This design comes from an exercise in tuning for small area on the open sky130 flow, not from production work.
In this exercise RTL edits were held to simulation tests only and were not proved equivalent to the original.

run 1:
==> flow/design.v (excerpt) <==
module pill_box_top #(
	parameter int TICKS_PER_SEC = 32_768,
	parameter int TONE_DIV      = 8
) (
	input  logic                               clk,
	input  logic                               rst_n,
	input  pill_box_pkg::key_code_t            keyvalue,
	output logic [23:0]                        time_din,
	output logic [27:0]                        pill_box_din,
	output logic                               beep,
	output logic [pill_box_pkg::NUM_BOXES-1:0] alarm_box,
	output pill_box_pkg::menu_mode_t           mode_out,
	output pill_box_pkg::slot_idx_t            index_out
);
Size in the first run: about 1,200 cells after synthesis, roughly 260 flip-flops, ~67 I/O pins, roughly 11,000 sq um of cells after synthesis.
==> flow/config.mk <==
export PLATFORM = sky130hd
export DESIGN_NAME = pill_box_top
export DESIGN_NICKNAME = pill_box_top
export VERILOG_FILES = /design/flow/design.v
export SDC_FILE = /design/flow/constraint.sdc
export NUM_CORES = 4
export LEC_CHECK = 0
export CAP_MARGIN = 20
export CORE_MARGIN = 2
export CORE_UTILIZATION = 40
export SLEW_MARGIN = 20
==> flow/constraint.sdc <==
create_clock -name core_clock -period 10.0 [get_ports {clk}]
set_input_delay 2.0000 -clock core_clock [delete_from_list [all_inputs] [get_ports {clk}]]
set_output_delay 2.0000 -clock core_clock [all_outputs]
set_load 0.01 [all_outputs]
standard.sh (not shown) runs the stock make flow with config.mk's settings and CLKGATE_MAP_FILE= SYNTH_SCRIPT=/design/flow/synth_recipe.tcl, a recipe that flattens the netlist after the stock synthesis.
==> flow/flow/run.sh <==
#!/bin/bash
# Own layout flow: the standard ORFS flow (standard.sh) with these changes:
#  - synthesis is the standard flow's script (synth_recipe.tcl, ORFS synth.tcl) except that
#    ABC maps the logic with an area-oriented script, flow/abc_area.script;
#    registers are mapped before ABC and are left as the standard synthesis
#    makes them;
#  - adders are left to ABC as plain logic (ADDER_MAP_FILE empty) instead of
#    being mapped to half/full adder cells first;
#  - input and output ports are buffered with buf_1;
#  - clock tree clusters (no dummy loads), repair margins and utilization
#    are set below.
# Each tool's output goes to a log file in this folder.
set -euo pipefail
W=$(pwd)
F=$FLOW_HOME
cp "$W/flow/abc_area.script" "$W/abc_area.script"
sed "s#^source \$::env(SCRIPTS_DIR)/synth_preamble.tcl#source \$::env(SCRIPTS_DIR)/synth_preamble.tcl\nset abc_args [lreplace \$abc_args 1 1 $W/abc_area.script]#" \
	"$F/scripts/synth.tcl" > "$W/synth_area.tcl"
grep -q "abc_area.script" "$W/synth_area.tcl"
sed "s#source \$::env(SCRIPTS_DIR)/synth.tcl#source $W/synth_area.tcl#" "$W/synth_recipe.tcl" > "$W/synth_recipe_area.tcl"
grep -q "synth_area.tcl" "$W/synth_recipe_area.tcl"
make -C "$F" DESIGN_CONFIG="$FLOW_CONFIG" WORK_HOME="$W/orfs" CLKGATE_MAP_FILE= \
	SYNTH_SCRIPT="$W/synth_recipe_area.tcl" ADDER_MAP_FILE= \
	CAP_MARGIN=0 CORE_MARGIN=2 CORE_UTILIZATION=60 SLEW_MARGIN=0 \
	"CTS_ARGS=-sink_clustering_enable -repair_clock_nets -sink_clustering_size 30 -sink_clustering_max_diameter 110 -dont_use_dummy_load" \
	"BUFFER_PORTS_ARGS=-buffer_cell sky130_fd_sc_hd__buf_1" \
	finish > "$W/make.log" 2>&1
: # left out here: write the final layout as DEF
==> flow/flow/abc_area.script <==
strash
ifraig
dc2
dc2
dch -f
amap -F 2 -A 6
topo
What run 2 does differently from run 1 at the input level:
diff --git a/flow/flow/run.sh b/flow/flow/run.sh
--- a/flow/flow/run.sh
+++ b/flow/flow/run.sh
@@ -23,4 +23,4 @@
 	SYNTH_SCRIPT="$W/synth_recipe_area.tcl" ADDER_MAP_FILE= \
-	CAP_MARGIN=0 CORE_MARGIN=2 CORE_UTILIZATION=60 SLEW_MARGIN=0 \
-	"CTS_ARGS=-sink_clustering_enable -repair_clock_nets -sink_clustering_size 30 -sink_clustering_max_diameter 110 -dont_use_dummy_load" \
+	CAP_MARGIN=0 CORE_MARGIN=2 CORE_UTILIZATION=50 SLEW_MARGIN=0 \
+	"CTS_ARGS=-sink_clustering_enable -repair_clock_nets -sink_clustering_size 30 -sink_clustering_max_diameter 80 -dont_use_dummy_load" \
 	"BUFFER_PORTS_ARGS=-buffer_cell sky130_fd_sc_hd__buf_1" \
Notes after the runs:
- Run 2 finished all stages; the layout is clean.
- Comparing the two runs side by side, run 2 comes out behind run 1 on wire length of the first global-routing pass.
- Row non-clock buffer instance count of the final layout: run 2 higher / run 1 lower
Input-level comparison between run 3 and run 2:
diff --git a/flow/flow/run.sh b/flow/flow/run.sh
--- a/flow/flow/run.sh
+++ b/flow/flow/run.sh
@@ -23,3 +23,3 @@
 	SYNTH_SCRIPT="$W/synth_recipe_area.tcl" ADDER_MAP_FILE= \
-	CAP_MARGIN=0 CORE_MARGIN=2 CORE_UTILIZATION=50 SLEW_MARGIN=0 \
+	CAP_MARGIN=0 CORE_MARGIN=2 CORE_UTILIZATION=55 SLEW_MARGIN=0 \
 	"CTS_ARGS=-sink_clustering_enable -repair_clock_nets -sink_clustering_size 30 -sink_clustering_max_diameter 80 -dont_use_dummy_load" \
## What came out
- As far as proportion of synthesized flip-flops having asynchronous set or reset is concerned, run 3 and run 2 perform about the same.
- Run 3: weighted congestion reported at the end of routability-driven placement 4.3% above run 2
Input changes introduced in run 4 (baseline for comparison: run 3):
diff --git a/flow/flow/run.sh b/flow/flow/run.sh
--- a/flow/flow/run.sh
+++ b/flow/flow/run.sh
@@ -23,4 +23,4 @@
 	SYNTH_SCRIPT="$W/synth_recipe_area.tcl" ADDER_MAP_FILE= \
-	CAP_MARGIN=0 CORE_MARGIN=2 CORE_UTILIZATION=55 SLEW_MARGIN=0 \
-	"CTS_ARGS=-sink_clustering_enable -repair_clock_nets -sink_clustering_size 30 -sink_clustering_max_diameter 80 -dont_use_dummy_load" \
+	CAP_MARGIN=0 CORE_MARGIN=2 CORE_UTILIZATION=60 SLEW_MARGIN=0 \
+	"CTS_ARGS=-sink_clustering_enable -repair_clock_nets -sink_clustering_size 25 -sink_clustering_max_diameter 60 -dont_use_dummy_load" \
 	"BUFFER_PORTS_ARGS=-buffer_cell sky130_fd_sc_hd__buf_1" \
Findings:
- Compared with run 3, in run 4 worst setup slack for register-to-register paths up 0.10 ns, core outline area has decreased.
- Changes observed in run 4 relative to run 3: sequential share of layout area essentially unchanged, count of clock-buffer cells in the layout went up, final design utilization saw an increase, largest net degree at the start of global routing saw an increase.
- Diff run 3 -> run 4: routed wire length went down by 2.8%, non-clock buffer area fraction after layout went down by 0.25 points, initial antenna violation count held steady, cell area ~0 delta.
- sky130_fd_sc_hd__a221oi_1 as the slowest cell on the critical path was reported by run 4, and sky130_fd_sc_hd__dfstp_2 by run 3.

## separate check: timing with driven ports
The flow's constraints put no driver on any port. The routed layouts listed below were extracted and timed again, unchanged, in two steps.
Step 1: set_driving_cell puts a clkbuf_16 on clk and a buf_2 on each other input, an assumption about the parent block.
Step 2 adds t to the input delays and takes it off the output delays; t is the mean of the earliest and latest rising clock arrival at the registers after step 1. Input paths then give back, and output paths get back, about the clock's delay inside the block.
Slacks: ideal / step 1 / step 2; pairs: ideal / step 1.
| run | t (ns) | slack for setup (ns) | hold WS [ns] | latest minus earliest clock arrival (ns) | worst data-port slew with drivers (ns) |
|---|---|---|---|---|---|
| run 1 | 0.530 | 0.756 / 0.708 / 1.238 | 0.352 / 0.352 / 0.352 | 0.033 / 0.034 | 0.03 |
| run 2 | 0.517 | 0.908 / 0.860 / 1.377 | 0.284 / 0.284 / 0.284 | 0.062 / 0.062 | 0.03 |
| run 3 | 0.514 | 0.744 / 0.696 / 1.209 | 0.322 / 0.322 / 0.322 | 0.065 / 0.065 | 0.03 |
| run 4 | 0.520 | 0.728 / 0.682 / 1.202 | 0.335 / 0.335 / 0.335 | 0.043 / 0.043 | 0.03 |
After both steps setup and hold are still met in every run listed.
